Source: an optimization exercise on an open RTL-to-GDS flow (aim: small area, a short achievable clock period and few clock cycles). Production flows keep margins and buffers that such runs may drop. The RTL was checked by simulation tests, not by an equivalence proof against the original design. Power and IR drop assume default switching activity.

[design/flow/design.v]
package lua_cpu_pkg;
	typedef logic [32-1:0] word_t;
	typedef logic [5-1:0] reg_idx_t;
	typedef logic [5-1:0] ttag_t;
	typedef logic [6-1:0] opcode_t;
	typedef enum logic [1:0] {
		instr_in_progress = 2'd0,
		instr_done = 2'd1,
		instr_not_impl = 2'd3
	} instr_status_e;
	typedef enum logic [1:0] {
		src_instr = 2'd0,
		src_dumper = 2'd1,
		src_external = 2'd3
	} write_src_e;
	typedef enum logic [1:0] {
		cmd_run = 2'd0,
		cmd_load_reg = 2'd1,
		cmd_load_type = 2'd2,
		cmd_load_base = 2'd3
	} cmd_e;
	typedef enum logic [3:0] {
		ex_idle = 4'd0,
		ex_fetch_pc = 4'd1,
		ex_fetch_instr = 4'd2,
		ex_exec_instr = 4'd3,
		ex_store_pc = 4'd4,
		ex_store_regs = 4'd5,
		ex_load_reg = 4'd6,
		ex_load_type = 4'd7,
		ex_load_base = 4'd8,
		ex_finish = 4'd15
	} ex_state_e;
	typedef enum logic [1:0] {
		dp_idle = 2'd0,
		dp_value = 2'd1,
		dp_type = 2'd2,
		dp_end = 2'd3
	} dump_phase_e;
endpackage
`timescale 1ns/1ps
module lua_cpu (
	input logic clk,
	input logic rst,
	input logic start,
	input lua_cpu_pkg::cmd_e n,
	input lua_cpu_pkg::word_t dataa,
	input lua_cpu_pkg::word_t datab,
	output logic done,
	output lua_cpu_pkg::word_t result,
	output lua_cpu_pkg::word_t mem_address,
	output lua_cpu_pkg::word_t mem_writedata,
	output logic mem_read,
	output logic mem_write,
	input lua_cpu_pkg::word_t mem_readdata,
	input logic mem_waitrequest
);
	localparam logic [2:0] S_IDLE = 3'd0;
	localparam logic [2:0] S_RPC = 3'd1;	 
	localparam logic [2:0] S_FETCH = 3'd2;	 
	localparam logic [2:0] S_DUMP = 3'd3;	 
	localparam logic [2:0] S_DUMPT = 3'd4;	 
	logic [2:0] st;
	logic rd, wr;	 
	logic req;	 
	logic [31:0] addr, wdata, ir;
	logic [4:0] tl;
	logic ex;	 
	logic [4:0] widx, ridx;
	logic wen_v, wen_t;
	logic [31:0] ldv_data;
	logic [4:0] ldt_data;
	logic [31:0] base;
	logic [31:0] V [32];
	logic [4:0] T [32];
	logic [31:0] val, dirty;
	logic any_dirty;
	logic [31:0] addr_o;
	assign mem_read = rd;
	assign mem_write = wr;
	assign mem_address = addr_o;
	assign mem_writedata = wdata;
	assign result = ir;
	logic acc;
	assign acc = req && !mem_waitrequest;
	logic in_move, move_acc;
	assign in_move = (mem_readdata[6-1:0] == 6'd0);
	assign move_acc = (st == S_FETCH) && acc && in_move;
	logic ld_val, ld_type;
	assign ld_val = start && (n == lua_cpu_pkg::cmd_load_reg);
	assign ld_type = start && (n == lua_cpu_pkg::cmd_load_type);
	logic [7:0] lo_ofs;
	logic lo_nb;	 
	logic slot_hit;
	always_comb begin
		logic [23:0] x, y;
		{lo_nb, lo_ofs} = {1'b0, dataa[7:0]} + {1'b0, ~base[7:0]} + 9'd1;
		x = dataa[31:8];
		y = ~base[31:8];
		slot_hit = ((x[0] ^ y[0]) == lo_nb);
		for (int i = 1; i < 24; i++)
			slot_hit = slot_hit & ((x[i] ^ y[i]) == (x[i-1] | y[i-1]));
	end
	logic [4:0] jnext;
	logic [31:0] jnext_oh;
	logic anynext;
	always_comb begin : ffs
		logic [31:0] d_eff;
		logic seen;
		for (int i = 0; i < 32; i++)
			d_eff[i] = dirty[i] | (ex && widx == 5'(i));
		seen = 1'b0;
		for (int i = 0; i < 32; i++) begin
			jnext_oh[i] = d_eff[i] && !seen;
			seen = seen | d_eff[i];
		end
		for (int k = 0; k < 5; k++) begin
			jnext[k] = 1'b0;
			for (int i = 0; i < 32; i++)
				if (i[k]) jnext[k] = jnext[k] | jnext_oh[i];
		end
		anynext = seen;
	end
	logic [31:0] rsel;
	logic [31:0] val_next;
	always_comb
		for (int i = 0; i < 32; i++)
			val_next[i] = val[i] | (widx == 5'(i) && (wen_v || wen_t));
	always_ff @(posedge clk) begin
		any_dirty <= anynext;
		ridx <= jnext;
		for (int i = 0; i < 32; i++)
			rsel[i] <= !(ld_val || ld_type) && val_next[i] &&
				(move_acc ? (mem_readdata[18:14] == 5'(i)) : jnext_oh[i]);
		widx <= move_acc ? mem_readdata[10:6] : lo_ofs[7:3];
		ldv_data <= ld_val ? datab : 32'd0;
		ldt_data <= ld_type ? datab[4:0] : 5'd0;
	end
	always_ff @(posedge clk or posedge rst) begin
		if (rst) begin
			ex <= 1'b0;
			wen_v <= 1'b0;
			wen_t <= 1'b0;
			base <= '0;
		end else begin
			ex <= move_acc;
			wen_v <= move_acc || (ld_val && slot_hit);
			wen_t <= move_acc || (ld_type && slot_hit);
			if (start && (n == lua_cpu_pkg::cmd_load_base))
				base <= dataa;
		end
	end
	logic [31:0] rdv;
	logic [4:0] rdt;
	always_comb begin
		rdv = '0;
		rdt = '0;
		for (int i = 0; i < 32; i++) begin
			rdv = rdv | (V[i] & {32{rsel[i]}});
			rdt = rdt | (T[i] & {5{rsel[i]}});
		end
	end
	logic [31:0] wdv;
	logic [4:0] wdt;
	assign wdv = rdv | ldv_data;
	assign wdt = rdt | ldt_data;
	always_ff @(posedge clk) begin
		for (int i = 0; i < 32; i++) begin
			if (widx == 5'(i) && (wen_v || (wen_t && !val[i]))) V[i] <= wdv;
			if (widx == 5'(i) && (wen_t || (wen_v && !val[i]))) T[i] <= wdt;
		end
	end
	always_ff @(posedge clk or posedge rst) begin
		if (rst)
			val <= '0;
		else
			val <= val_next;
	end
	always_ff @(posedge clk) begin
		for (int i = 0; i < 32; i++) begin
			if (start)
				dirty[i] <= 1'b0;
			else if (ex && widx == 5'(i))
				dirty[i] <= 1'b1;
			else if ((st == S_DUMP) && acc && ridx == 5'(i))
				dirty[i] <= 1'b0;
		end
	end
	always_ff @(posedge clk or posedge rst) begin
		if (rst) begin
			st <= S_IDLE;
			rd <= 1'b0;
			wr <= 1'b0;
			req <= 1'b0;
			done <= 1'b0;
		end else begin
			done <= 1'b0;
			case (st)
				S_IDLE: begin
					if (start) begin
						if (n == lua_cpu_pkg::cmd_run) begin
							rd <= 1'b1;
							req <= 1'b1;
							st <= S_RPC;
						end else
							done <= 1'b1;
					end
				end
				S_RPC: if (acc) st <= S_FETCH;
				S_FETCH: begin
					if (acc && !in_move) begin
						rd <= 1'b0;
						wr <= 1'b1;
						st <= S_DUMP;
					end
				end
				S_DUMP: begin
					if (acc) begin
						if (any_dirty)
							st <= S_DUMPT;
						else begin
							wr <= 1'b0;
							req <= 1'b0;
							done <= 1'b1;
							st <= S_IDLE;
						end
					end
				end
				S_DUMPT: if (acc) st <= S_DUMP;
				default: st <= S_IDLE;
			endcase
		end
	end
	logic [31:0] ci20;
	always_comb begin : savedpc_addr
		logic [5:0] lo;
		logic [26:0] hi, hi1;
		lo = {1'b0, dataa[4:0]} + 6'd20;
		hi = dataa[31:5];
		hi1 = dataa[31:5] + 27'd1;
		ci20 = {lo[5] ? hi1 : hi, lo[4:0]};
	end
	always_ff @(posedge clk) begin
		case (st)
			S_IDLE: begin
				addr <= ci20;
				if (start)
					addr_o <= ci20;
			end
			S_RPC: begin
				if (acc) begin
					addr <= mem_readdata;
					addr_o <= mem_readdata;
				end
			end
			S_FETCH: begin
				if (acc) begin
					ir <= mem_readdata;
					wdata <= addr + 32'd4;
					if (in_move) begin
						addr <= addr + 32'd4;
						addr_o <= addr + 32'd4;
					end else begin
						addr <= ci20;
						addr_o <= ci20;
					end
				end
			end
			S_DUMP: begin
				if (acc) begin
					addr <= base + {ridx, 3'b000};
					addr_o <= base + {ridx, 3'b000};
					wdata <= rdv;
					tl <= rdt;
				end
			end
			S_DUMPT: begin
				if (acc) begin
					addr <= addr + 32'd4;
					addr_o <= addr + 32'd4;
					wdata <= {27'd0, tl};
				end
			end
			default: ;
		endcase
	end
endmodule
[design/flow/flow/run.sh]
#!/bin/bash
# The standard layout (the standard.sh, unchanged synthesis) with these
# optimiser settings changed; constraints and clock period are the design's:
#  - timing repair aims for a large setup margin (a period well below 13 ns)
#  - sizing may pick cells of any footprint
#  - ports are buffered with buf_4 cells
bash standard.sh SETUP_SLACK_MARGIN=9 MATCH_CELL_FOOTPRINT=0 \
	"BUFFER_PORTS_ARGS=-buffer_cell sky130_fd_sc_hd__buf_4" finish > standard.log 2>&1
[design/flow/standard.sh]
#!/bin/bash
# synth_recipe.tcl (not shown) runs the flow's synth.tcl, then flattens the netlist and writes it again
# the make line also repeats each setting of config.mk as NAME=value (left out here)
make -C /OpenROAD-flow-scripts/flow DESIGN_CONFIG=/design/flow/config.mk WORK_HOME=/design/flow/orfs CLKGATE_MAP_FILE= SYNTH_SCRIPT=/design/flow/synth_recipe.tcl "${@:-finish}"
[design/flow/config.mk]
export PLATFORM = sky130hd
export DESIGN_NAME = lua_cpu
export DESIGN_NICKNAME = lua_cpu
export VERILOG_FILES = /design/flow/design.v
export SDC_FILE = /design/flow/constraint.sdc
export NUM_CORES = 4
export LEC_CHECK = 0
export ABC_CLOCK_PERIOD_IN_PS = 2000
export CAP_MARGIN = 20
export CORE_MARGIN = 2
export CORE_UTILIZATION = 45
export CTS_CLUSTER_DIAMETER = 100
export CTS_CLUSTER_SIZE = 24
export PLACE_DENSITY = 0.55
export SLEW_MARGIN = 20
[design/flow/constraint.sdc]
create_clock -name core_clock -period 13.0 [get_ports {clk}]
set_input_delay 2.6000 -clock core_clock [delete_from_list [all_inputs] [get_ports {clk}]]
set_output_delay 2.6000 -clock core_clock [all_outputs]
set_load 0.01 [all_outputs]
==> report_table.html, run 1 <==
<table>
<tr><th>Metric</th><th>Value</th></tr>
<tr><th colspan="2">Power and ir drop</th></tr>
<tr><td>Leakage power</td><td>21.5 nW</td></tr>
<tr><td>Power Dens Cells</td><td>about 130 mW/mm²</td></tr>
<tr><td>Relative contribution of sequential cells to total power</td><td>0.622</td></tr>
<tr><td>Combinational share of power</td><td>0.071</td></tr>
<tr><td>Switching share of total power</td><td>0.234</td></tr>
<tr><td>Internal portion of total power</td><td>around 0.0066 W</td></tr>
<tr><td>Clk pwr share</td><td>0.307</td></tr>
<tr><td>Total Power</td><td>~0.0086 W</td></tr>
<tr><td>NetSw</td><td>roughly 0.002 W</td></tr>
<tr><td>Worst vdd rail ir drop</td><td>0.0000941 V</td></tr>
<tr><th colspan="2">Critical path</th></tr>
<tr><td>Worst path cell trace</td><td>buf_4 &gt; nor4_4 &gt; nand2_2 &gt; and3_4 &gt; or2_2 &gt; a222oi_1 &gt; o21ai_1</td></tr>
<tr><td>R2R Path End</td><td>V[1][19]</td></tr>
<tr><td>Critical path required time</td><td>between 10 and 15 ns</td></tr>
<tr><td>R2R setup slack</td><td>9.39 ns</td></tr>
<tr><td>Path depth of the worst reg2reg path</td><td>4</td></tr>
<tr><td>Critical path fanouts, max</td><td>7</td></tr>
<tr><td>Crit path largest cell delay</td><td>between 0.4 and 0.5 ns</td></tr>
<tr><td>Critical Path End Type</td><td>register</td></tr>
<tr><td>Cell with the biggest individual delay on the critical path</td><td>or2_2</td></tr>
<tr><td>Setup CP Type</td><td>input port to register</td></tr>
<tr><td>Endpoint arrival time on the critical path</td><td>4.45 ns</td></tr>
<tr><td>Kind of start point of the critical path</td><td>input port</td></tr>
<tr><td>Startpoint of the worst-slack reg-to-reg timing path</td><td>widx[2]</td></tr>
<tr><th colspan="2">Logic synthesis</th></tr>
<tr><td>Top cell type's share of synthesized area</td><td>0.685</td></tr>
<tr><td>Nets in the synthesized netlist</td><td>approximately 3900</td></tr>
<tr><td>Syn. warnings</td><td>3</td></tr>
<tr><td>Area share of and/or/nand/nor cells after synthesis</td><td>0.0772</td></tr>
<tr><td>Yosys top cell by area</td><td>edfxtp_1</td></tr>
<tr><td>Seq/Total Area, Yosys</td><td>0.756</td></tr>
<tr><td>Register bit total from synthesis</td><td>about 1500</td></tr>
<tr><td>Synth Instances</td><td>between 3000 and 4000</td></tr>
<tr><td>Synth Area per Inst</td><td>15.5 µm²</td></tr>
<tr><td>Cell area after synthesis</td><td>between 0.05 and 0.06 mm²</td></tr>
<tr><td>Synth async-reset ratio</td><td>0.0492</td></tr>
<tr><td>Top post-synthesis cells by area</td><td>edfxtp_1 (68%), a22oi_1 (6.1%), dfxtp_1 (3.9%), dfrtp_1 (3.2%), a21oi_1 (1.4%)</td></tr>
<tr><td>Post-synthesis share of cell area spent on full adders, half adders and majority gates</td><td>0.00858</td></tr>
<tr><td>Number of distinct library cells after synthesis</td><td>72</td></tr>
<tr><td>Number of enable-type register cells in the synthesized netlist</td><td>1317</td></tr>
<tr><td>Xor/xnor cell area share of the yosys netlist</td><td>0.0170</td></tr>
<tr><td>Largest family of logic cells by synthesized area</td><td>compound AO/OA/AOI/OAI gates</td></tr>
<tr><td>Portion of netlist area occupied by mux cells</td><td>0.00210</td></tr>
<tr><td>Flip-flop cell with the highest count after synthesis</td><td>edfxtp_1</td></tr>
<tr><td>Synth Area in Compound Gates</td><td>0.122</td></tr>
<tr><th colspan="2">CTS</th></tr>
<tr><td>Clock edge transition at the registers on the reported setup and hold paths</td><td>about 0.1 ns</td></tr>
<tr><td>Clk Tree Root Cell</td><td>clkbuf_16</td></tr>
<tr><td>Clock buffer depth</td><td>3</td></tr>
<tr><td>CTS Hold Buffers Added</td><td>0</td></tr>
<tr><td>Total number of H-tree levels</td><td>3</td></tr>
<tr><td>Number of clock sinks</td><td>around 1500</td></tr>
<tr><td>Clock latency at the later pin of the worst-skew pair</td><td>slightly above 0.7 ns</td></tr>
<tr><td>Clock tree from TritonCTS</td><td>done</td></tr>
<tr><td>Number of buffers added by the clock tree synthesis step</td><td>72</td></tr>
<tr><th colspan="2">Finish</th></tr>
<tr><td>Area added between synthesis and finish</td><td>11.4%</td></tr>
<tr><td>Final Util</td><td>0.505</td></tr>
<tr><td>Highest-count cells in the layout ignoring fill and taps</td><td>edfxtp_1 (1317), a22oi_1 (460), buf_4 (317), nand2_1 (180), a21oi_1 (123)</td></tr>
<tr><td>Biggest registers after layout</td><td>V x1024, T x160</td></tr>
<tr><td>Max FFs per register</td><td>between 1000 and 1500</td></tr>
<tr><td>Leading cell type in the layout, fill and taps excluded</td><td>edfxtp_1</td></tr>
<tr><td>Filler cell count</td><td>10800</td></tr>
<tr><td>Top reg by flops</td><td>V</td></tr>
<tr><td>Post-layout nets</td><td>roughly 4000</td></tr>
<tr><td>Fraction of layout cells with a size suffix above 1</td><td>0.147</td></tr>
<tr><th colspan="2">Timing</th></tr>
<tr><td>TNS Setup</td><td>0 ns</td></tr>
<tr><td>Final period util</td><td>0.309</td></tr>
<tr><td>Post-route clock skew</td><td>slightly above 0.04 ns</td></tr>
<tr><td>Total count of hold-check failures in the final report</td><td>0</td></tr>
<tr><td>Setup-violating endpoint count in the final report</td><td>0</td></tr>
<tr><td>Final worst slack</td><td>between 8 and 9 ns</td></tr>
<tr><td>Hold_ws</td><td>0.482 ns</td></tr>
<tr><td>Timing-limited maximum frequency</td><td>between 200 and 250 MHz</td></tr>
<tr><td>Transition time at the pin with the least slew margin</td><td>1.21 ns</td></tr>
<tr><td>Max-slew violations</td><td>0</td></tr>
<tr><td>Time the worst path needs with I/O delays and setup</td><td>4.01 ns</td></tr>
<tr><td>Headroom to the max-slew limit</td><td>0.191</td></tr>
<tr><td>Unrepaired setup endpoints after global routing</td><td>no</td></tr>
<tr><th colspan="2">Hold path</th></tr>
<tr><td>Launch instance of the worst min-delay path</td><td>dirty[5]</td></tr>
<tr><td>Path class of the lowest-slack min-delay path</td><td>register to register</td></tr>
<tr><td>Hold Path Depth</td><td>2</td></tr>
<tr><td>WHS Endpoint</td><td>dirty[5]</td></tr>
<tr><th colspan="2">Global route</th></tr>
<tr><td>Number of antenna violations at the first check in global routing</td><td>11</td></tr>
<tr><td>Leftover overflow at the end of global routing</td><td>0</td></tr>
<tr><td>Global-route wire length before repair</td><td>around 290000 µm</td></tr>
<tr><td>Number of global-route vias before repair</td><td>35400</td></tr>
<tr><td>Maximum number of pins on one net before global-route repair</td><td>66</td></tr>
<tr><td>Combined global-route utilization of all metal layers</td><td>0.314</td></tr>
<tr><th colspan="2">Job</th></tr>
<tr><td># Max-Cap Violations</td><td>0</td></tr>
<tr><th colspan="2">Routing</th></tr>
<tr><td>Number of DRC violations after detailed-routing iteration 0</td><td>about 5900</td></tr>
<tr><td>Total Wirelength</td><td>about 210000 µm</td></tr>
<tr><td>Met2 wire len</td><td>slightly below 100000 µm</td></tr>
<tr><td>Detail Route Antenna Nets</td><td>0</td></tr>
<tr><td>Via count</td><td>roughly 37000</td></tr>
<tr><td>Number of detailed-routing iterations run before antenna repair</td><td>6</td></tr>
<tr><td>Uppermost routed layer</td><td>met5</td></tr>
<tr><td>Total routed wire length on the met1 layer</td><td>about 84000 µm</td></tr>
<tr><td>Detail Route met3 WL</td><td>20000 µm</td></tr>
<tr><td>Vias per std cell</td><td>between 6 and 7</td></tr>
<tr><td>Number of design rule violations left after detail routing</td><td>0</td></tr>
<tr><td>WL per Instance</td><td>37.1 µm</td></tr>
<tr><th colspan="2">Placed design</th></tr>
<tr><td>Half-perimeter wire length after placement</td><td>113000 µm</td></tr>
<tr><td>Post-Place Setup Slack</td><td>between 7 and 8 ns</td></tr>
<tr><td>IO buf count</td><td>200</td></tr>
<tr><td>Routability-driven placement congestion ratio</td><td>between 0.8 and 0.9</td></tr>
<tr><th colspan="2">Floorplan</th></tr>
<tr><td>Number of ports placed on the die boundary</td><td>201</td></tr>
<tr><td>Die Ht</td><td>around 360 µm</td></tr>
<tr><td>Effective utilization at floorplan</td><td>0.453</td></tr>
<tr><td>Die ar.</td><td>0.131 mm²</td></tr>
<tr><td>Chip Width</td><td>362 µm</td></tr>
<tr><td>Placeable core region</td><td>around 0.13 mm²</td></tr>
<tr><td>Site Rows</td><td>roughly 130</td></tr>
<tr><th colspan="2">Run status</th></tr>
<tr><td>Status</td><td>timing/DRC/antenna clean</td></tr>
</table>
[cell usage after synthesis, types with 13 or more instances]
master,number
a21oi_1,159
nand4_1,104
nor2b_1,16
dfxtp_1,112
inv_1,51
buf_1,53
nand2b_1,40
o22ai_1,18
clkbuf_1,157
xor2_1,46
dfrtp_1,74
nor3_1,31
ha_1,38
or2_2,43
edfxtp_1,1317
and2_1,43
a22o_1,79
nand3_1,119
nor2_1,76
a221oi_1,79
a22oi_1,469
xnor2_1,66
and3_1,17
o21ai_0,117
or4_1,39
nand2_1,182
nor4_1,13
nor3b_1,33
[worst max-delay path by stage]
stage,start,end,slack [ns],depth (start not counted)
floorplan,mem_waitrequest,rsel[10],8.22,8
global placement,mem_waitrequest,rsel[16],7.54,10
detailed placement,mem_waitrequest,rsel[18],7.46,10
CTS,wdata[6],mem_writedata[6],9.01,1
global route,mem_readdata[5],addr_o[5],8.99,7
finish,mem_readdata[5],addr_o[4],8.99,7
[stage by stage]
step | cells | instance area (µm²)
CTS | 5622 | 64200
global placement | 5482 | 62000
global route | 5640 | 64300
floorplan | 3731 | 58100
detailed placement | 5482 | 62000
finish | 5643 | 64300
[critical path, delay by kind of cell]
family	cells	cell delay [ns]
AO/OA/AOI/OAI	2	0.53
AND/OR/NAND/NOR	4	1.18
buffers and inverters	1	0.13
[final cells by class]
cell class                      instances  area, µm²  area share
Clock buffer                          127       2040      0.0317
Timing Repair Buffer                  319       2420      0.0376
Inverter                               51        208     0.00323
Multi-Input combinational cell       1968      13800       0.215
Clock inverter                          7       83.8     0.00130
Sequential cell                      1503      43700       0.679
Tap cell                             1662       2080      0.0323
Antenna cell                            6       15.0    0.000233
[per-layer routing]
| metal | track usage | up-vias |
|---|---|---|
| met5 | 0 | - |
| met4 | 0.111 | 6 |
| met3 | 0.0476 | 277 |
| met2 | 0.496 | 2077 |
| met1 | 0.446 | 19600 |
| li1 | - | 15300 |
[repair_timing]
item,in CTS,in global routing
buffers inserted,5,14
gates cloned,1,1
pin swaps,5,8
setup endpoints to repair,54,44
resized for setup,9,5
endpoints found under the hold margin,0,0
[kinds of logic after synthesis]
kind of cell,count (synthesis)
compound gates,1001
xor+xnor,112
fa+ha+maj,39
buf+inv,262
flops,1503
mux,11
simple gates,803
[power by group through the flow]
stage	Sequential [W]	Combinational (W)	Clock, W
2_1_floorplan	0.00541	0.000381	0
3_3_place_gp	0.00545	0.000566	0
3_5_place_dp	0.00545	0.000570	0
4_1_cts	0.00534	0.000574	0.00265
5_1_grt	0.00535	0.000656	0.00281
6_report	0.00535	0.000612	0.00264
Testbench counts, summed over its fixed seeds: cycles 44,547.
==> run 2, diff against run 1 <==
--- a/design/flow/config.mk
+++ b/design/flow/config.mk
@@ -11,5 +11,5 @@
 export CORE_UTILIZATION = 45
 export CTS_CLUSTER_DIAMETER = 100
-export CTS_CLUSTER_SIZE = 24
+export CTS_CLUSTER_SIZE = 28
 export PLACE_DENSITY = 0.55
 export SLEW_MARGIN = 20
==> run 2 against run 1 <==
Against the previous run:
- still clean
- global-route usage fell by 0.13 points
- flip-flop and latch count unchanged
- die area did not move
- clock-buffer cell count shrank 23
- first-iteration DRC count is 1.4% higher
- synthesized cell count stayed put
- worst setup slack better by 0.020 ns
- hold slack better by 0.0011 ns
- routed wire length shrank 0.33%
- critical path depth decreased by 6
- largest power group unchanged
- cell count fell by 0.46%
==> report_table.html, run 2 <==
<table>
<tr><th>Metric</th><th>Value</th></tr>
<tr><th colspan="2">Routing</th></tr>
<tr><td>Number of DRC violations after detailed-routing iteration 0</td><td>between 5000 and 6000</td></tr>
<tr><td>Total Wirelength</td><td>approximately 210000 µm</td></tr>
<tr><td>Number of design rule violations left after detail routing</td><td>0</td></tr>
<tr><td>Vias per std cell</td><td>around 6.6</td></tr>
<tr><td>Number of detailed-routing iterations run before antenna repair</td><td>6</td></tr>
<tr><td>Detail Route Antenna Nets</td><td>0</td></tr>
<tr><td>WL per Instance</td><td>37.1 µm</td></tr>
<tr><td>Via count</td><td>37200</td></tr>
<tr><th colspan="2">Global route</th></tr>
<tr><td>Combined global-route utilization of all metal layers</td><td>0.313</td></tr>
<tr><td>Leftover overflow at the end of global routing</td><td>0</td></tr>
<tr><td>Number of global-route vias before repair</td><td>35200</td></tr>
<tr><td>Number of antenna violations at the first check in global routing</td><td>8</td></tr>
<tr><td>Global-route wire length before repair</td><td>between 200000 and 300000 µm</td></tr>
<tr><td>Maximum number of pins on one net before global-route repair</td><td>66</td></tr>
<tr><th colspan="2">Critical path</th></tr>
<tr><td>Path depth of the worst reg2reg path</td><td>4</td></tr>
<tr><td>Crit path largest cell delay</td><td>between 0.4 and 0.5 ns</td></tr>
<tr><td>Endpoint arrival time on the critical path</td><td>approximately 1.4 ns</td></tr>
<tr><td>Largest delay contributor family on the critical path</td><td>flip-flops</td></tr>
<tr><td>Cell with the biggest individual delay on the critical path</td><td>edfxtp_1</td></tr>
<tr><td>Startpoint of the worst-slack reg-to-reg timing path</td><td>widx[2]</td></tr>
<tr><td>Kind of start point of the critical path</td><td>register</td></tr>
<tr><td>Critical path fanouts, max</td><td>1</td></tr>
<tr><td>Crit. path cell count</td><td>1</td></tr>
<tr><td>Critical Path End</td><td>mem_writedata[6]</td></tr>
<tr><td>Worst path cell trace</td><td>buf_6</td></tr>
<tr><td>Critical Path End Type</td><td>output port</td></tr>
<tr><td>R2R setup slack</td><td>slightly above 9 ns</td></tr>
<tr><td>R2R Path End</td><td>V[1][26]</td></tr>
<tr><td>Setup CP Type</td><td>register to output port</td></tr>
<tr><td>Launch point of the worst path</td><td>wdata[6]</td></tr>
<tr><td>Critical path required time</td><td>between 10 and 15 ns</td></tr>
<tr><td>Count of buffering cells on the critical path with inverters included</td><td>1</td></tr>
<tr><th colspan="2">Timing</th></tr>
<tr><td>Setup-violating endpoint count in the final report</td><td>0</td></tr>
<tr><td>Hold_ws</td><td>~0.48 ns</td></tr>
<tr><td>Max-slew violations</td><td>0</td></tr>
<tr><td>Post-route clock skew</td><td>around 0.039 ns</td></tr>
<tr><td>Unrepaired setup endpoints after global routing</td><td>yes</td></tr>
<tr><td>Time the worst path needs with I/O delays and setup</td><td>~4.0 ns</td></tr>
<tr><td>Headroom to the max-slew limit</td><td>0.191</td></tr>
<tr><td>TNS Setup</td><td>0 ns</td></tr>
<tr><td>Final period util</td><td>0.307</td></tr>
<tr><td>Transition time at the pin with the least slew margin</td><td>roughly 1.2 ns</td></tr>
<tr><td>Total count of hold-check failures in the final report</td><td>0</td></tr>
<tr><td>Timing-limited maximum frequency</td><td>250 MHz</td></tr>
<tr><th colspan="2">Logic synthesis</th></tr>
<tr><td>Number of distinct library cells after synthesis</td><td>72</td></tr>
<tr><td>Post-synthesis share of cell area spent on full adders, half adders and majority gates</td><td>0.00858</td></tr>
<tr><td>Most frequent cell after synthesis</td><td>edfxtp_1</td></tr>
<tr><td>Yosys top cell by area</td><td>edfxtp_1</td></tr>
<tr><td>Syn. warnings</td><td>3</td></tr>
<tr><td>Register bit total from synthesis</td><td>1503</td></tr>
<tr><td>Seq/Total Area, Yosys</td><td>0.756</td></tr>
<tr><td>Synth Area in Compound Gates</td><td>0.122</td></tr>
<tr><td>Top post-synthesis cells by area</td><td>edfxtp_1 (68%), a22oi_1 (6.1%), dfxtp_1 (3.9%), dfrtp_1 (3.2%), a21oi_1 (1.4%)</td></tr>
<tr><td>Xor/xnor cell area share of the yosys netlist</td><td>0.0170</td></tr>
<tr><td>Top cell type's share of synthesized area</td><td>0.685</td></tr>
<tr><td>Largest family of logic cells by synthesized area</td><td>compound AO/OA/AOI/OAI gates</td></tr>
<tr><td>Synth Area per Inst</td><td>around 15 µm²</td></tr>
<tr><td>Nets in the synthesized netlist</td><td>approximately 3900</td></tr>
<tr><td>Number of enable-type register cells in the synthesized netlist</td><td>roughly 1300</td></tr>
<tr><td>Cell area after synthesis</td><td>0.0577 mm²</td></tr>
<tr><td>Portion of netlist area occupied by mux cells</td><td>0.00210</td></tr>
<tr><td>Area share of and/or/nand/nor cells after synthesis</td><td>0.0772</td></tr>
<tr><td>Most frequent cells after synthesis</td><td>edfxtp_1 (1317), a22oi_1 (469), nand2_1 (182)</td></tr>
<tr><td>Synth Instances</td><td>~3700</td></tr>
<tr><td>Flip-flop cell with the highest count after synthesis</td><td>edfxtp_1</td></tr>
<tr><td>Synth async-reset ratio</td><td>0.0492</td></tr>
<tr><th colspan="2">Floorplan</th></tr>
<tr><td>Die Ht</td><td>362 µm</td></tr>
<tr><td>Die ar.</td><td>around 0.13 mm²</td></tr>
<tr><td>Chip Width</td><td>362 µm</td></tr>
<tr><td>Site Rows</td><td>around 130</td></tr>
<tr><td>Placeable core region</td><td>~0.13 mm²</td></tr>
<tr><td>Number of ports placed on the die boundary</td><td>~200</td></tr>
<tr><td>Effective utilization at floorplan</td><td>0.453</td></tr>
<tr><th colspan="2">Hold path</th></tr>
<tr><td>Path class of the lowest-slack min-delay path</td><td>register to register</td></tr>
<tr><td>Launch instance of the worst min-delay path</td><td>dirty[5]</td></tr>
<tr><td>Hold Path Depth</td><td>2</td></tr>
<tr><th colspan="2">Finish</th></tr>
<tr><td>Biggest registers after layout</td><td>V x1024, T x160</td></tr>
<tr><td>Multi-input logic area</td><td>about 0.014 mm²</td></tr>
<tr><td>Top reg by flops</td><td>V</td></tr>
<tr><td>Fraction of layout cells with a size suffix above 1</td><td>0.144</td></tr>
<tr><td>Post-layout nets</td><td>~4000</td></tr>
<tr><td>Sequential Area</td><td>around 0.044 mm²</td></tr>
<tr><td>Max FFs per register</td><td>1024</td></tr>
<tr><td>Area added between synthesis and finish</td><td>11.2%</td></tr>
<tr><td>Filler cell count</td><td>10800</td></tr>
<tr><td>Highest-count cells in the layout ignoring fill and taps</td><td>edfxtp_1 (1317), a22oi_1 (460), buf_4 (296), nand2_1 (180), a21oi_1 (123)</td></tr>
<tr><td>Leading cell type in the layout, fill and taps excluded</td><td>edfxtp_1</td></tr>
<tr><td>Post-route cell area</td><td>approximately 0.064 mm²</td></tr>
<tr><th colspan="2">CTS</th></tr>
<tr><td>Number of buffers added by the clock tree synthesis step</td><td>61</td></tr>
<tr><td>Clk Tree Root Cell</td><td>clkbuf_16</td></tr>
<tr><td>Clock latency at the later pin of the worst-skew pair</td><td>0.76 ns</td></tr>
<tr><td>Clock edge transition at the registers on the reported setup and hold paths</td><td>0.12 ns</td></tr>
<tr><td>Clock tree from TritonCTS</td><td>done</td></tr>
<tr><td>Number of clock sinks</td><td>between 1500 and 2000</td></tr>
<tr><td>Total number of H-tree levels</td><td>2</td></tr>
<tr><td>Clock buffer depth</td><td>3</td></tr>
<tr><th colspan="2">Placed design</th></tr>
<tr><td>IO buf count</td><td>200</td></tr>
<tr><td>Half-perimeter wire length after placement</td><td>113000 µm</td></tr>
<tr><td>Area post-placement</td><td>just over 0.06 mm²</td></tr>
<tr><td>Routability-driven placement congestion ratio</td><td>0.893</td></tr>
<tr><th colspan="2">Job</th></tr>
<tr><td># Max-Cap Violations</td><td>0</td></tr>
<tr><th colspan="2">Power and ir drop</th></tr>
<tr><td>Power Dens Cells</td><td>132 mW/mm²</td></tr>
<tr><td>Leakage power</td><td>21.4 nW</td></tr>
<tr><td>Worst vdd rail ir drop</td><td>approximately 0.00011 V</td></tr>
<tr><td>Total Power</td><td>~0.0085 W</td></tr>
<tr><th colspan="2">Run status</th></tr>
<tr><td>Status</td><td>timing/DRC/antenna clean</td></tr>
</table>
-- run 2: where the power goes --
| part | internal (W) | total [W] | switching [W] | leakage (nW) |
|---|---|---|---|---|
| registers | 0.00528 | 0.00535 | 0.0000701 | 14.0 |
| logic | 0.000213 | 0.000599 | 0.000386 | 6.44 |
| clock network | 0.00100 | 0.00252 | 0.00152 | 0.916 |
-- run 2: worst min-delay path by stage --
stage	end	slack [ns]
final	dirty[5]	0.48
after global routing	dirty[21]	0.51
after CTS	dirty[5]	0.48
after detailed placement	dirty[5]	0.47
after global placement	dirty[5]	0.46
after floorplan	dirty[27]	0.45
-- run 2: cell families after synthesis --
family          count (synthesis)
compound gates               1001
xor+xnor                      112
fa+ha+maj                      39
buf+inv                       262
flops                        1503
mux                            11
simple gates                  803
-- run 2: final cells by class --
class | instances | area share
Antenna cell | 4 | 0.000156
Clock inverter | 11 | 0.00339
Timing Repair Buffer | 315 | 0.0384
Clock buffer | 104 | 0.0266
Multi-Input combinational cell | 1967 | 0.215
Tap cell | 1662 | 0.0324
Inverter | 51 | 0.00324
Sequential cell | 1503 | 0.681
-- run 2: metal layers --
layer / vias to the layer above / global-route usage / routed length [µm]
met4: 4 / 0.107 / 8030
met1: 19600 / 0.443 / 84400
met5: - / 0 / 22
met2: 2026 / 0.495 / 96800
met3: 289 / 0.0488 / 19300
li1: 15200 / - / -
-- run 2: timing repair --
action,4_1_cts,5_1_grt
gates resized for setup,24,5
hold buffers,0,0
pin swaps,3,6
buffers inserted,2,13
endpoints found under the setup margin,56,45
hold endpoints to repair,0,0
gates cloned,1,0
-- run 2: through the flow --
stage	utilization	setup slack, ns	instances
floorplan	-	8.22	3731
global placement	0.486	7.54	5482
detailed placement	0.486	7.46	5482
CTS	0.502	8.96	5600
global route	0.503	8.98	5615
finish	0.503	9.01	5617
-- run 2: worst register-to-register path, stage by stage, from the launching register on --
cell and delay [ns]:
dfxtp_1 0.60, nor4_1 0.85, nand2_1 0.35, a21oi_4 0.75, buf_4 0.70
==> run 3, diff against run 2 <==
--- a/design/flow/config.mk
+++ b/design/flow/config.mk
@@ -9,7 +9,7 @@
 export CAP_MARGIN = 20
 export CORE_MARGIN = 2
-export CORE_UTILIZATION = 45
+export CORE_UTILIZATION = 55
 export CTS_CLUSTER_DIAMETER = 100
 export CTS_CLUSTER_SIZE = 28
-export PLACE_DENSITY = 0.55
+export PLACE_DENSITY = 0.65
 export SLEW_MARGIN = 20
==> run 3 against run 2 <==
Against the previous run:
- sequential share of layout area rose by 0.78 points
- cell count decreased by 5.4%
- die area fell by 18%
- routed wire length is 6.3% lower
- non-clock buffer count decreased by 18
- worst setup slack gained 0.022 ns
- still clean on timing, DRC and antenna
- sequential power about the same
- critical path depth unchanged
- hold slack gained 0.0067 ns
- global-route usage is 4.7 points higher
==> report_table.html, run 3 <==
<table>
<tr><th>Metric</th><th>Value</th></tr>
<tr><th colspan="2">Run status</th></tr>
<tr><td>Status</td><td>timing/DRC/antenna clean</td></tr>
<tr><th colspan="2">Logic synthesis</th></tr>
<tr><td>Nets in the synthesized netlist</td><td>3872</td></tr>
<tr><td>Synth async-reset ratio</td><td>0.0492</td></tr>
<tr><td>Synth Area per Inst</td><td>15.5 µm²</td></tr>
<tr><td>Xor/xnor cell area share of the yosys netlist</td><td>0.0170</td></tr>
<tr><td>Post-synthesis share of cell area spent on full adders, half adders and majority gates</td><td>0.00858</td></tr>
<tr><td>Portion of netlist area occupied by mux cells</td><td>0.00210</td></tr>
<tr><td>Most frequent cells after synthesis</td><td>edfxtp_1 (1317), a22oi_1 (469), nand2_1 (182)</td></tr>
<tr><td>Yosys top cell by area</td><td>edfxtp_1</td></tr>
<tr><td>Cell area after synthesis</td><td>0.0577 mm²</td></tr>
<tr><td>Top post-synthesis cells by area</td><td>edfxtp_1 (68%), a22oi_1 (6.1%), dfxtp_1 (3.9%), dfrtp_1 (3.2%), a21oi_1 (1.4%)</td></tr>
<tr><td>Most frequent cell after synthesis</td><td>edfxtp_1</td></tr>
<tr><td>Flip-flop cell with the highest count after synthesis</td><td>edfxtp_1</td></tr>
<tr><td>Number of distinct library cells after synthesis</td><td>72</td></tr>
<tr><td>Synth Instances</td><td>3731</td></tr>
<tr><td>Number of enable-type register cells in the synthesized netlist</td><td>1317</td></tr>
<tr><td>Synth Area in Compound Gates</td><td>0.122</td></tr>
<tr><td>Largest family of logic cells by synthesized area</td><td>compound AO/OA/AOI/OAI gates</td></tr>
<tr><td>Area share of and/or/nand/nor cells after synthesis</td><td>0.0772</td></tr>
<tr><td>Syn. warnings</td><td>3</td></tr>
<tr><td>Register bit total from synthesis</td><td>between 1500 and 2000</td></tr>
<tr><td>Seq/Total Area, Yosys</td><td>0.756</td></tr>
<tr><td>Top cell type's share of synthesized area</td><td>0.685</td></tr>
<tr><th colspan="2">Floorplan</th></tr>
<tr><td>Effective utilization at floorplan</td><td>0.556</td></tr>
<tr><td>Site Rows</td><td>118</td></tr>
<tr><td>Placeable core region</td><td>0.104 mm²</td></tr>
<tr><td>Die ar.</td><td>0.108 mm²</td></tr>
<tr><td>Die Ht</td><td>328 µm</td></tr>
<tr><td>Number of ports placed on the die boundary</td><td>about 200</td></tr>
<tr><td>Chip Width</td><td>328 µm</td></tr>
<tr><th colspan="2">Finish</th></tr>
<tr><td>Area added between synthesis and finish</td><td>9.89%</td></tr>
<tr><td>Biggest registers after layout</td><td>V x1024, T x160</td></tr>
<tr><td>Post-route cell area</td><td>~0.063 mm²</td></tr>
<tr><td>Post-layout nets</td><td>a little over 4000</td></tr>
<tr><td>Fraction of layout cells with a size suffix above 1</td><td>0.138</td></tr>
<tr><td>Top reg by flops</td><td>V</td></tr>
<tr><td>Max FFs per register</td><td>roughly 1000</td></tr>
<tr><td>Filler cell count</td><td>roughly 8000</td></tr>
<tr><td>Sequential Area</td><td>~0.044 mm²</td></tr>
<tr><td>Multi-input logic area</td><td>between 0.01 and 0.015 mm²</td></tr>
<tr><td>Highest-count cells in the layout ignoring fill and taps</td><td>edfxtp_1 (1317), a22oi_1 (460), buf_4 (295), nand2_1 (181), a21oi_1 (125)</td></tr>
<tr><td>Leading cell type in the layout, fill and taps excluded</td><td>edfxtp_1</td></tr>
<tr><th colspan="2">CTS</th></tr>
<tr><td>Clock edge transition at the registers on the reported setup and hold paths</td><td>~0.11 ns</td></tr>
<tr><td>Clk Tree Root Cell</td><td>clkbuf_16</td></tr>
<tr><td>Clock tree from TritonCTS</td><td>done</td></tr>
<tr><td>Total number of H-tree levels</td><td>2</td></tr>
<tr><td>Clock buffer depth</td><td>3</td></tr>
<tr><td>Number of buffers added by the clock tree synthesis step</td><td>60</td></tr>
<tr><td>CTS Hold Buffers Added</td><td>0</td></tr>
<tr><td>Clock latency at the later pin of the worst-skew pair</td><td>between 0.7 and 0.8 ns</td></tr>
<tr><td>Number of clock sinks</td><td>1503</td></tr>
<tr><th colspan="2">Critical path</th></tr>
<tr><td>Kind of start point of the critical path</td><td>register</td></tr>
<tr><td>Setup CP Type</td><td>register to output port</td></tr>
<tr><td>Critical path required time</td><td>10.40 ns</td></tr>
<tr><td>Crit path largest cell delay</td><td>around 0.46 ns</td></tr>
<tr><td>Largest delay contributor family on the critical path</td><td>flip-flops</td></tr>
<tr><td>Cell with the biggest individual delay on the critical path</td><td>edfxtp_1</td></tr>
<tr><td>Worst path cell trace</td><td>buf_4</td></tr>
<tr><td>Endpoint arrival time on the critical path</td><td>between 1 and 1.5 ns</td></tr>
<tr><td>Critical Path End Type</td><td>output port</td></tr>
<tr><td>Critical path fanouts, max</td><td>1</td></tr>
<tr><td>Count of buffering cells on the critical path with inverters included</td><td>1</td></tr>
<tr><th colspan="2">Timing</th></tr>
<tr><td>Unrepaired setup endpoints after global routing</td><td>no</td></tr>
<tr><td>Final period util</td><td>0.306</td></tr>
<tr><td>Max-slew violations</td><td>0</td></tr>
<tr><td>Timing-limited maximum frequency</td><td>252 MHz</td></tr>
<tr><td>TNS Setup</td><td>0 ns</td></tr>
<tr><td>Time the worst path needs with I/O delays and setup</td><td>a little under 4 ns</td></tr>
<tr><td>Post-route clock skew</td><td>between 0.02 and 0.03 ns</td></tr>
<tr><td>Transition time at the pin with the least slew margin</td><td>~1.2 ns</td></tr>
<tr><td>Total count of hold-check failures in the final report</td><td>0</td></tr>
<tr><td>Setup-violating endpoint count in the final report</td><td>0</td></tr>
<tr><td>Hold_ws</td><td>around 0.49 ns</td></tr>
<tr><td>Headroom to the max-slew limit</td><td>0.228</td></tr>
<tr><th colspan="2">Global route</th></tr>
<tr><td>Maximum number of pins on one net before global-route repair</td><td>66</td></tr>
<tr><td>Number of global-route vias before repair</td><td>between 30000 and 40000</td></tr>
<tr><td>Combined global-route utilization of all metal layers</td><td>0.360</td></tr>
<tr><td>Number of antenna violations at the first check in global routing</td><td>7</td></tr>
<tr><td>Leftover overflow at the end of global routing</td><td>0</td></tr>
<tr><td>Global-route wire length before repair</td><td>roughly 270000 µm</td></tr>
<tr><th colspan="2">Routing</th></tr>
<tr><td>Detail Route Antenna Nets</td><td>0</td></tr>
<tr><td>Vias per std cell</td><td>between 7 and 8</td></tr>
<tr><td>Number of DRC violations after detailed-routing iteration 0</td><td>approximately 6400</td></tr>
<tr><td>Via count</td><td>approximately 37000</td></tr>
<tr><td>Number of detailed-routing iterations run before antenna repair</td><td>8</td></tr>
<tr><td>Number of design rule violations left after detail routing</td><td>0</td></tr>
<tr><td>WL per Instance</td><td>~37 µm</td></tr>
<tr><td>Total Wirelength</td><td>around 200000 µm</td></tr>
<tr><th colspan="2">Power and ir drop</th></tr>
<tr><td>Worst vdd rail ir drop</td><td>between 0.0001 and 0.00015 V</td></tr>
<tr><td>Leakage power</td><td>around 21 nW</td></tr>
<tr><td>Power Dens Cells</td><td>between 100 and 150 mW/mm²</td></tr>
<tr><th colspan="2">Job</th></tr>
<tr><td># Max-Cap Violations</td><td>0</td></tr>
<tr><th colspan="2">Placed design</th></tr>
<tr><td>Half-perimeter wire length after placement</td><td>around 100000 µm</td></tr>
<tr><td>Area post-placement</td><td>between 0.06 and 0.07 mm²</td></tr>
<tr><td>Routability-driven placement congestion ratio</td><td>0.917</td></tr>
<tr><td>IO buf count</td><td>200</td></tr>
<tr><th colspan="2">Hold path</th></tr>
<tr><td>Path class of the lowest-slack min-delay path</td><td>register to register</td></tr>
</table>
run 3: final timing paths:
kind / startpoint / end / slack, ns / cells after the start
worst max register to register: widx[2] / rsel[29] / 9.49 / 7
min in group asynchronous: rst / done / 1.79 / 2
worst min-delay path: dirty[22] / dirty[22] / 0.49 / 2
worst max-delay path: wdata[0] / mem_writedata[0] / 9.03 / 1
worst min register to register: dirty[22] / dirty[22] / 0.49 / 2
max in group asynchronous: rst / base[21] / 9.98 / 3
run 3: per-layer routing:
layer | global-route usage | up-vias | wire length [µm] | part of all wire
li1 | - | 15200 | - | -
met3 | 0.0752 | 400 | 23400 | 0.12
met1 | 0.498 | 19100 | 72600 | 0.37
met5 | 0 | - | 28 | 0.00014
met2 | 0.564 | 2572 | 90400 | 0.46
met4 | 0.138 | 4 | 8880 | 0.045
run 3: kinds of logic after synthesis:
group | count (synthesis)
AO/OA/AOI/OAI | 1001
XOR/XNOR | 112
adder cells (fa/ha/maj) | 39
buffers and inverters | 262
flip-flops | 1503
multiplexers | 11
AND/OR/NAND/NOR | 803
run 3: layout make-up:
| cell class | count | area share |
|---|---|---|
| Antenna cell | 3 | 0.000118 |
| Timing Repair Buffer | 297 | 0.0354 |
| Inverter | 51 | 0.00327 |
| Multi-Input combinational cell | 1967 | 0.218 |
| Sequential cell | 1503 | 0.688 |
| Clock inverter | 6 | 0.00126 |
| Clock buffer | 105 | 0.0267 |
| Tap cell | 1380 | 0.0272 |
run 3: through the flow:
step | std cells | util | total power [W] | setup slack [ns]
2_1_floorplan | 3731 | - | 0.00579 | 8.22
3_3_place_gp | 5190 | 0.593 | 0.00600 | 7.59
3_5_place_dp | 5190 | 0.593 | 0.00601 | 7.49
4_1_cts | 5305 | 0.611 | 0.00827 | 9.00
5_1_grt | 5311 | 0.611 | 0.00849 | 9.00
6_report | 5312 | 0.611 | 0.00830 | 9.03
run 3: worst register-to-register path: stages (launching register included):
cell	delay, ns
dfxtp_1	0.87
nor4b_1	0.13
buf_4	0.19
a2111o_1	0.50
nor4b_4	0.53
nand3_2	0.36
or4_1	0.62
a211oi_2	0.22
run 3: what timing repair did:
action / CTS / global route
cloned: 1 / 0
endpoints found under the setup margin: 39 / 37
buffers inserted: 3 / 4
resized for setup: 9 / 4
pin swaps: 3 / 4
run 3: where the power goes:
group / total (W) / internal, W / switching [W]
clock network: 0.00238 / 0.000907 / 0.00147
logic: 0.000579 / 0.000197 / 0.000382
registers: 0.00535 / 0.00528 / 0.0000699
==> run 4, diff against run 3 <==
==> design/flow/config.mk (replaced) <==
export PLATFORM = sky130hd
export DESIGN_NAME = lua_cpu
export DESIGN_NICKNAME = lua_cpu
export VERILOG_FILES = /design/flow/design.v
export SDC_FILE = /design/flow/constraint.sdc
export NUM_CORES = 4
export LEC_CHECK = 0
export ABC_CLOCK_PERIOD_IN_PS = 2000
export CAP_MARGIN = 10
export CORE_MARGIN = 2
export CORE_UTILIZATION = 45
export CTS_CLUSTER_DIAMETER = 100
export CTS_CLUSTER_SIZE = 26
export PLACE_DENSITY = 0.55
export SLEW_MARGIN = 10
==> run 4 against run 3 <==
Against the previous run:
- maximum frequency down 0.47%
- routed wire length up 7.2%
- register-to-register slack lost 0.11 ns
- combinational power rose by 5.5%
- die area grew 22%
- first-iteration DRC count shrank 8.9%
- area after synthesis did not move
- flip-flop and latch count stayed put
- critical path depth rose by 6
- clock power grew 8%
- highest routed layer unchanged
- still clean
==> report_table.html, run 4 <==
<table>
<tr><th>Metric</th><th>Value</th></tr>
<tr><th colspan="2">Run status</th></tr>
<tr><td>Status</td><td>timing/DRC/antenna clean</td></tr>
<tr><th colspan="2">Power and ir drop</th></tr>
<tr><td>Worst vdd rail ir drop</td><td>0.000109 V</td></tr>
<tr><td>Leakage power</td><td>between 20 and 25 nW</td></tr>
<tr><td>Power Dens Cells</td><td>around 130 mW/mm²</td></tr>
<tr><th colspan="2">Critical path</th></tr>
<tr><td>Crit path largest cell delay</td><td>~0.45 ns</td></tr>
<tr><td>Kind of start point of the critical path</td><td>input port</td></tr>
<tr><td>Endpoint arrival time on the critical path</td><td>approximately 4.4 ns</td></tr>
<tr><td>Worst path cell trace</td><td>buf_4 &gt; nor4_4 &gt; nand2_2 &gt; and3_4 &gt; or2_2 &gt; a222oi_1 &gt; o21ai_1</td></tr>
<tr><td>Setup CP Type</td><td>input port to register</td></tr>
<tr><td>Startpoint of the worst-slack reg-to-reg timing path</td><td>widx[0]</td></tr>
<tr><td>Count of buffering cells on the critical path with inverters included</td><td>1</td></tr>
<tr><td>Critical path fanouts, max</td><td>7</td></tr>
<tr><td>Critical path required time</td><td>about 13 ns</td></tr>
<tr><td>Launch point of the worst path</td><td>mem_readdata[3]</td></tr>
<tr><td>Cell with the biggest individual delay on the critical path</td><td>or2_2</td></tr>
<tr><td>Critical Path End Type</td><td>register</td></tr>
<tr><td>Largest delay contributor family on the critical path</td><td>simple AND/OR/NAND/NOR gates</td></tr>
<tr><th colspan="2">Finish</th></tr>
<tr><td>Filler cell count</td><td>approximately 11000</td></tr>
<tr><td>Biggest registers after layout</td><td>V x1024, T x160</td></tr>
<tr><td>Area added between synthesis and finish</td><td>11.2%</td></tr>
<tr><td>Post-route cell area</td><td>between 0.06 and 0.07 mm²</td></tr>
<tr><td>Max FFs per register</td><td>roughly 1000</td></tr>
<tr><td>Leading cell type in the layout, fill and taps excluded</td><td>edfxtp_1</td></tr>
<tr><td>Post-layout nets</td><td>around 4100</td></tr>
<tr><td>Final Util</td><td>0.504</td></tr>
<tr><td>Top reg by flops</td><td>V</td></tr>
<tr><td>Highest-count cells in the layout ignoring fill and taps</td><td>edfxtp_1 (1317), a22oi_1 (460), buf_4 (315), nand2_1 (180), a21oi_1 (125)</td></tr>
<tr><td>Fraction of layout cells with a size suffix above 1</td><td>0.146</td></tr>
<tr><th colspan="2">Timing</th></tr>
<tr><td>Total count of hold-check failures in the final report</td><td>0</td></tr>
<tr><td>Transition time at the pin with the least slew margin</td><td>roughly 1.3 ns</td></tr>
<tr><td>Setup-violating endpoint count in the final report</td><td>0</td></tr>
<tr><td>Unrepaired setup endpoints after global routing</td><td>no</td></tr>
<tr><td>Time the worst path needs with I/O delays and setup</td><td>between 3 and 4 ns</td></tr>
<tr><td>Post-route clock skew</td><td>roughly 0.025 ns</td></tr>
<tr><td>Headroom to the max-slew limit</td><td>0.147</td></tr>
<tr><td>Final period util</td><td>0.307</td></tr>
<tr><td>TNS Setup</td><td>0 ns</td></tr>
<tr><td>Hold_ws</td><td>slightly below 0.5 ns</td></tr>
<tr><td>Max-slew violations</td><td>0</td></tr>
<tr><td>Timing-limited maximum frequency</td><td>about 250 MHz</td></tr>
<tr><th colspan="2">Floorplan</th></tr>
<tr><td>Number of ports placed on the die boundary</td><td>~200</td></tr>
<tr><td>Die ar.</td><td>0.131 mm²</td></tr>
<tr><td>Effective utilization at floorplan</td><td>0.453</td></tr>
<tr><td>Placeable core region</td><td>0.128 mm²</td></tr>
<tr><td>Site Rows</td><td>about 130</td></tr>
<tr><td>Die Ht</td><td>roughly 360 µm</td></tr>
<tr><td>Chip Width</td><td>362 µm</td></tr>
<tr><th colspan="2">CTS</th></tr>
<tr><td>Clock buffer depth</td><td>3</td></tr>
<tr><td>Clock tree from TritonCTS</td><td>done</td></tr>
<tr><td>Clock edge transition at the registers on the reported setup and hold paths</td><td>about 0.10 ns</td></tr>
<tr><td>Clk Tree Root Cell</td><td>clkbuf_16</td></tr>
<tr><td>Total number of H-tree levels</td><td>3</td></tr>
<tr><td>Number of buffers added by the clock tree synthesis step</td><td>68</td></tr>
<tr><td>Clock latency at the later pin of the worst-skew pair</td><td>around 0.7 ns</td></tr>
<tr><td>Number of clock sinks</td><td>1503</td></tr>
<tr><td>CTS Hold Buffers Added</td><td>0</td></tr>
<tr><th colspan="2">Routing</th></tr>
<tr><td>Via count</td><td>37300</td></tr>
<tr><td>WL per Instance</td><td>between 30 and 40 µm</td></tr>
<tr><td>Vias per std cell</td><td>between 6 and 7</td></tr>
<tr><td>Total Wirelength</td><td>209000 µm</td></tr>
<tr><td>Number of detailed-routing iterations run before antenna repair</td><td>6</td></tr>
<tr><td>Number of design rule violations left after detail routing</td><td>0</td></tr>
<tr><td>Detail Route Antenna Nets</td><td>0</td></tr>
<tr><td>Number of DRC violations after detailed-routing iteration 0</td><td>between 5000 and 6000</td></tr>
<tr><th colspan="2">Logic synthesis</th></tr>
<tr><td>Syn. warnings</td><td>3</td></tr>
<tr><td>Nets in the synthesized netlist</td><td>about 3900</td></tr>
<tr><td>Number of enable-type register cells in the synthesized netlist</td><td>~1300</td></tr>
<tr><td>Flip-flop cell with the highest count after synthesis</td><td>edfxtp_1</td></tr>
<tr><td>Top post-synthesis cells by area</td><td>edfxtp_1 (68%), a22oi_1 (6.1%), dfxtp_1 (3.9%), dfrtp_1 (3.2%), a21oi_1 (1.4%)</td></tr>
<tr><td>Synth async-reset ratio</td><td>0.0492</td></tr>
<tr><td>Synth Instances</td><td>around 3700</td></tr>
<tr><td>Most frequent cells after synthesis</td><td>edfxtp_1 (1317), a22oi_1 (469), nand2_1 (182)</td></tr>
<tr><td>Synth Area per Inst</td><td>between 15 and 20 µm²</td></tr>
<tr><td>Register bit total from synthesis</td><td>between 1500 and 2000</td></tr>
<tr><td>Seq/Total Area, Yosys</td><td>0.756</td></tr>
<tr><td>Most frequent cell after synthesis</td><td>edfxtp_1</td></tr>
<tr><td>Top cell type's share of synthesized area</td><td>0.685</td></tr>
<tr><td>Number of distinct library cells after synthesis</td><td>slightly above 70</td></tr>
<tr><td>Cell area after synthesis</td><td>~0.058 mm²</td></tr>
<tr><td>Yosys top cell by area</td><td>edfxtp_1</td></tr>
<tr><th colspan="2">Global route</th></tr>
<tr><td>Global-route wire length before repair</td><td>286000 µm</td></tr>
<tr><td>Number of global-route vias before repair</td><td>35300</td></tr>
<tr><td>Leftover overflow at the end of global routing</td><td>0</td></tr>
<tr><td>Number of antenna violations at the first check in global routing</td><td>10</td></tr>
<tr><td>Maximum number of pins on one net before global-route repair</td><td>66</td></tr>
<tr><td>Combined global-route utilization of all metal layers</td><td>0.314</td></tr>
<tr><th colspan="2">Placed design</th></tr>
<tr><td>Area post-placement</td><td>0.0620 mm²</td></tr>
<tr><td>Routability-driven placement congestion ratio</td><td>between 0.8 and 0.9</td></tr>
<tr><td>Half-perimeter wire length after placement</td><td>roughly 110000 µm</td></tr>
<tr><td>IO buf count</td><td>200</td></tr>
<tr><th colspan="2">Hold path</th></tr>
<tr><td>Launch instance of the worst min-delay path</td><td>dirty[5]</td></tr>
<tr><td>Path class of the lowest-slack min-delay path</td><td>register to register</td></tr>
<tr><th colspan="2">Job</th></tr>
<tr><td># Max-Cap Violations</td><td>0</td></tr>
</table>
## run 4: through the flow
step | std cells | total power, W | setup WS (ns)
finish | 5633 | 0.00852 | 9.01
floorplan | 3731 | 0.00579 | 8.22
CTS | 5613 | 0.00850 | 8.99
global route | 5630 | 0.00875 | 8.99
global placement | 5482 | 0.00602 | 7.54
detailed placement | 5482 | 0.00602 | 7.46
## run 4: power by group
group / switching (W) / total [W] / internal, W
sequential: 0.0000702 / 0.00535 / 0.00528
combinational: 0.000395 / 0.000611 / 0.000216
clock: 0.00153 / 0.00256 / 0.00104
total: 0.00199 / 0.00852 / 0.00653
## run 4: worst min-delay path, stage by stage, from the launching register on
cell and delay, ns:
dfxtp_1 0.32, o21ai_0 0.06, a21oi_1 0.06
## run 4: what timing repair did
| item | in CTS | in global routing |
|---|---|---|
| setup endpoints to repair | 56 | 60 |
| pin swaps | 5 | 8 |
| resized for setup | 9 | 7 |
| buffers inserted | 5 | 14 |
| cloned | 1 | 1 |
## run 4: layout make-up
type | count | area (µm²) | area share
Clock inverter | 9 | 95.1 | 0.00148
Clock buffer | 116 | 1910 | 0.0298
Multi-Input combinational cell | 1968 | 13800 | 0.215
Inverter | 51 | 208 | 0.00323
Sequential cell | 1503 | 43700 | 0.680
Tap cell | 1662 | 2080 | 0.0324
Antenna cell | 5 | 12.5 | 0.000195
Timing Repair Buffer | 319 | 2430 | 0.0378
## run 4: worst paths after layout
path | cells after the start | to | slack (ns)
worst max-delay path | 7 | addr_o[4] | 9.01
worst min-delay path | 2 | dirty[5] | 0.48
worst max register to register | 7 | rsel[29] | 9.38
worst min register to register | 2 | dirty[5] | 0.48
max in group asynchronous | 3 | base[21] | 9.92
min in group asynchronous | 2 | ex | 1.85
## run 4: cell families (layout without fill, tap and decap cells)
kind of cell,Yosys count,after routing,synth area share
xor gates and xnor gates,112,112,0.0170
muxes,11,11,0.00210
other,0,5,0
AOI/OAI and AO/OA,1001,1001,0.122
buffers and inverters,262,495,0.0171
adders and majority gates,39,39,0.00858
DFF,1503,1503,0.756
and+or+nand+nor,803,805,0.0772
## run 4: metal layers
metal	track usage	vias up	wire, µm
met4	0.0997	4	6970
met2	0.500	2071	98500
met1	0.444	19700	83500
met3	0.0505	288	20400
li1	-	15200	-
met5	0	-	22
==> run 5, diff against run 4 <==
--- a/design/flow/design.v
+++ b/design/flow/design.v
@@ -69,6 +69,5 @@
 	logic [4:0] widx, ridx;
 	logic wen_v, wen_t;
-	logic [31:0] ldv_data;
-	logic [4:0] ldt_data;
+	logic ldv, ldt;	 
 	logic [31:0] base;
 	logic [31:0] V [32];
@@ -134,6 +133,4 @@
 				(move_acc ? (mem_readdata[18:14] == 5'(i)) : jnext_oh[i]);
 		widx <= move_acc ? mem_readdata[10:6] : lo_ofs[7:3];
-		ldv_data <= ld_val ? datab : 32'd0;
-		ldt_data <= ld_type ? datab[4:0] : 5'd0;
 	end
 	always_ff @(posedge clk or posedge rst) begin
@@ -142,7 +139,11 @@
 			wen_v <= 1'b0;
 			wen_t <= 1'b0;
+			ldv <= 1'b0;
+			ldt <= 1'b0;
 			base <= '0;
 		end else begin
 			ex <= move_acc;
+			ldv <= ld_val;
+			ldt <= ld_type;
 			wen_v <= move_acc || (ld_val && slot_hit);
 			wen_t <= move_acc || (ld_type && slot_hit);
@@ -163,6 +164,6 @@
 	logic [31:0] wdv;
 	logic [4:0] wdt;
-	assign wdv = rdv | ldv_data;
-	assign wdt = rdt | ldt_data;
+	assign wdv = rdv | (addr & {32{ldv}});
+	assign wdt = rdt | (addr[4:0] & {5{ldt}});
 	always_ff @(posedge clk) begin
 		for (int i = 0; i < 32; i++) begin
@@ -244,5 +245,5 @@
 		case (st)
 			S_IDLE: begin
-				addr <= ci20;
+				addr <= (n == lua_cpu_pkg::cmd_run) ? ci20 : datab;
 				if (start)
 					addr_o <= ci20;
--- a/design/flow/config.mk
+++ b/design/flow/config.mk
@@ -7,9 +7,7 @@
 export LEC_CHECK = 0
 export ABC_CLOCK_PERIOD_IN_PS = 2000
-export CAP_MARGIN = 10
+export CAP_MARGIN = 20
 export CORE_MARGIN = 2
 export CORE_UTILIZATION = 45
-export CTS_CLUSTER_DIAMETER = 100
-export CTS_CLUSTER_SIZE = 26
 export PLACE_DENSITY = 0.55
-export SLEW_MARGIN = 10
+export SLEW_MARGIN = 20
==> run 5 against run 4 <==
Against the previous run:
- clock-buffer cell count up 86
- clock skew is 0.0066 ns higher
- first-iteration DRC count is 12% higher
- die area barely moved
- design area grew 4.0%
- via count increased by 4.2%
- sequential power up 6.5%
- combinational power up 100%
- critical path depth up 1
- critical endpoint is now addr[28]
==> report_table.html, run 5 <==
<table>
<tr><th>Metric</th><th>Value</th></tr>
<tr><th colspan="2">Run status</th></tr>
<tr><td>Status</td><td>timing/DRC/antenna clean</td></tr>
<tr><th colspan="2">Critical path</th></tr>
<tr><td>Path depth of the worst reg2reg path</td><td>9</td></tr>
<tr><td>R2R setup slack</td><td>9.22 ns</td></tr>
<tr><td>Critical path fanouts, max</td><td>7</td></tr>
<tr><td>Crit path largest cell delay</td><td>roughly 0.63 ns</td></tr>
<tr><td>Kind of start point of the critical path</td><td>input port</td></tr>
<tr><td>Cell with the biggest individual delay on the critical path</td><td>or4_4</td></tr>
<tr><td>Critical Path End Type</td><td>register</td></tr>
<tr><th colspan="2">Finish</th></tr>
<tr><td>Sequential Area</td><td>approximately 0.043 mm²</td></tr>
<tr><td>Multi-input logic area</td><td>0.0145 mm²</td></tr>
<tr><td>Top reg by flops</td><td>V</td></tr>
<tr><td>Count of inserted antenna diode cells</td><td>0</td></tr>
<tr><td>Max FFs per register</td><td>1024</td></tr>
<tr><td>Fraction of layout cells with a size suffix above 1</td><td>0.159</td></tr>
<tr><td>Post-route cell area</td><td>0.0668 mm²</td></tr>
<tr><td>Area added between synthesis and finish</td><td>15.7%</td></tr>
<tr><td>Post-layout nets</td><td>between 4000 and 5000</td></tr>
<tr><td>Filler cell count</td><td>10600</td></tr>
<tr><th colspan="2">Hold path</th></tr>
<tr><td>WHS Endpoint</td><td>dirty[24]</td></tr>
<tr><td>Path class of the lowest-slack min-delay path</td><td>register to register</td></tr>
<tr><th colspan="2">Logic synthesis</th></tr>
<tr><td>Cell area after synthesis</td><td>slightly below 0.06 mm²</td></tr>
<tr><td>Seq/Total Area, Yosys</td><td>0.744</td></tr>
<tr><td>Top post-synthesis cells by area</td><td>edfxtp_1 (68%), a22oi_1 (6.1%), dfrtp_1 (3.3%), dfxtp_1 (2.6%), nand2_1 (1.5%)</td></tr>
<tr><td>Synth async-reset ratio</td><td>0.0518</td></tr>
<tr><td>Post-synthesis share of cell area spent on full adders, half adders and majority gates</td><td>0.00858</td></tr>
<tr><td>Number of enable-type register cells in the synthesized netlist</td><td>approximately 1300</td></tr>
<tr><td>Area share of and/or/nand/nor cells after synthesis</td><td>0.0768</td></tr>
<tr><td>Flip-flop cell with the highest count after synthesis</td><td>edfxtp_1</td></tr>
<tr><td>Top cell type's share of synthesized area</td><td>0.685</td></tr>
<tr><td>Synth Area per Inst</td><td>~15 µm²</td></tr>
<tr><td>Nets in the synthesized netlist</td><td>3954</td></tr>
<tr><td>Number of distinct library cells after synthesis</td><td>85</td></tr>
<tr><th colspan="2">Placed design</th></tr>
<tr><td>Half-perimeter wire length after placement</td><td>approximately 120000 µm</td></tr>
<tr><td>IO buf count</td><td>200</td></tr>
<tr><td>Area post-placement</td><td>approximately 0.06 mm²</td></tr>
<tr><td>Post-Place Setup Slack</td><td>7.15 ns</td></tr>
<tr><th colspan="2">Timing</th></tr>
<tr><td>Hold_ws</td><td>slightly below 0.5 ns</td></tr>
<tr><td>Transition time at the pin with the least slew margin</td><td>~1.2 ns</td></tr>
<tr><td>Unrepaired setup endpoints after global routing</td><td>yes</td></tr>
<tr><td>Max-slew violations</td><td>0</td></tr>
<tr><td>Total count of hold-check failures in the final report</td><td>0</td></tr>
<tr><td>Final period util</td><td>0.316</td></tr>
<tr><td>Time the worst path needs with I/O delays and setup</td><td>roughly 4 ns</td></tr>
<tr><td>Timing-limited maximum frequency</td><td>~240 MHz</td></tr>
<tr><td>Setup-violating endpoint count in the final report</td><td>0</td></tr>
<tr><td>Headroom to the max-slew limit</td><td>0.181</td></tr>
<tr><td>TNS Setup</td><td>0 ns</td></tr>
<tr><td>Final worst slack</td><td>around 8.9 ns</td></tr>
<tr><th colspan="2">Power and ir drop</th></tr>
<tr><td>Worst vdd rail ir drop</td><td>~0.00013 V</td></tr>
<tr><td>Leakage power</td><td>between 20 and 25 nW</td></tr>
<tr><td>Power Dens Cells</td><td>between 150 and 200 mW/mm²</td></tr>
<tr><th colspan="2">CTS</th></tr>
<tr><td>Clock latency at the later pin of the worst-skew pair</td><td>approximately 0.80 ns</td></tr>
<tr><td>Clock buffer depth</td><td>3</td></tr>
<tr><td>Number of clock sinks</td><td>1468</td></tr>
<tr><td>Total number of H-tree levels</td><td>4</td></tr>
<tr><td>Number of buffers added by the clock tree synthesis step</td><td>approximately 150</td></tr>
<tr><td>CTS Hold Buffers Added</td><td>0</td></tr>
<tr><td>Clock tree from TritonCTS</td><td>done</td></tr>
<tr><th colspan="2">Routing</th></tr>
<tr><td>Vias per std cell</td><td>6.66</td></tr>
<tr><td>WL per Instance</td><td>between 30 and 40 µm</td></tr>
<tr><td>Number of design rule violations left after detail routing</td><td>0</td></tr>
<tr><td>Number of DRC violations after detailed-routing iteration 0</td><td>between 6000 and 7000</td></tr>
<tr><td>Number of detailed-routing iterations run before antenna repair</td><td>5</td></tr>
<tr><td>Via count</td><td>slightly below 40000</td></tr>
<tr><td>Total Wirelength</td><td>~220000 µm</td></tr>
<tr><td>Detail Route Antenna Nets</td><td>0</td></tr>
<tr><th colspan="2">Global route</th></tr>
<tr><td>Leftover overflow at the end of global routing</td><td>0</td></tr>
<tr><td>Number of global-route vias before repair</td><td>between 30000 and 40000</td></tr>
<tr><th colspan="2">Floorplan</th></tr>
<tr><td>Chip Width</td><td>around 360 µm</td></tr>
<tr><td>Die Ht</td><td>approximately 360 µm</td></tr>
<tr><td>Number of ports placed on the die boundary</td><td>roughly 200</td></tr>
</table>
-- run 5: stage by stage --
stage	util	std cells
3_3_place_gp	0.485	5544
4_1_cts	0.523	5826
2_1_floorplan	-	3813
6_report	0.524	5832
3_5_place_dp	0.485	5546
5_1_grt	0.524	5832
-- run 5: layer usage --
layer | track usage | part of all wire | vias to the layer above
met3 | 0.0548 | 0.10 | 371
met2 | 0.513 | 0.46 | 2348
met4 | 0.128 | 0.040 | 6
met1 | 0.464 | 0.40 | 20300
met5 | 0 | 0.00021 | -
li1 | - | - | 15800
-- run 5: timing repair --
item                                    in CTS  in global routing
setup buffers                                5                  4
gates resized for setup                     40                 18
pin swaps                                    5                 10
endpoints found under the setup margin      91                 44
gates cloned                                 1                  0
-- run 5: area by class of cell --
cell class	instances	share of cell area
Timing Repair Buffer	301	0.0359
Clock inverter	72	0.00633
Tap cell	1662	0.0311
Multi-Input combinational cell	2075	0.218
Inverter	52	0.00300
Clock buffer	202	0.0626
Sequential cell	1468	0.644
-- run 5: cell families after synthesis --
group,after synthesis
flip-flops,1468
AO/OA/AOI/OAI,1093
AND/OR/NAND/NOR,818
buffers and inverters,271
XOR/XNOR,106
adder cells (fa/ha/maj),39
multiplexers,18
-- run 5: critical path, delay by kind of cell --
kind                   cells  cell delay [ns]
buffers and inverters      2             0.23
AO/OA/AOI/OAI              3             0.46
XOR/XNOR                   1             0.17
AND/OR/NAND/NOR            2             1.19
-- run 5: where the power goes --
part	internal (W)	total, W	switching (W)	leakage [nW]
sequential	0.00543	0.00570	0.000266	13.8
combinational	0.000400	0.00124	0.000839	6.80
clock	0.00230	0.00415	0.00185	2.24
total	0.00813	0.0111	0.00295	22.8
-- run 5: worst max path at each step --
stage,from,to,cells past startpoint
final,dataa[7],addr[28],8
after global routing,dataa[8],addr[28],8
after CTS,wdata[11],mem_writedata[11],1
after detailed placement,mem_waitrequest,rsel[13],8
after global placement,mem_waitrequest,rsel[15],8
after floorplan,dataa[7],addr[28],8
Testbench counts of run 5, summed over its fixed seeds: cycles 44,547.

[afterwards: timing with drivers on the ports]
How much do the figures lean on ideal ports? The routed layouts below were timed once more, with nothing changed but the port constraints.
Step 1 sets driving cells, clkbuf_16 on the clock port and buf_2 on the other inputs (assumed; they add their load-dependent delay and slew).
Step 2 times the ports against the registers' clock, not the clock port: input delays grow and output delays shrink by t, the midpoint of the rising clock arrivals with the driver on.
Three values: ideal ports, drivers, drivers and shift; two values: the first two.
run	t, ns	slack for setup (ns)
run 1	0.767	8.986 / 8.974 / 8.278
run 2	0.824	9.005 / 8.923 / 8.338
run 3	0.815	9.027 / 8.950 / 8.324
run 4	0.758	9.008 / 8.991 / 8.312
run 5	0.859	8.887 / 8.893 / 8.063
After both steps setup and hold are still met in every run listed.
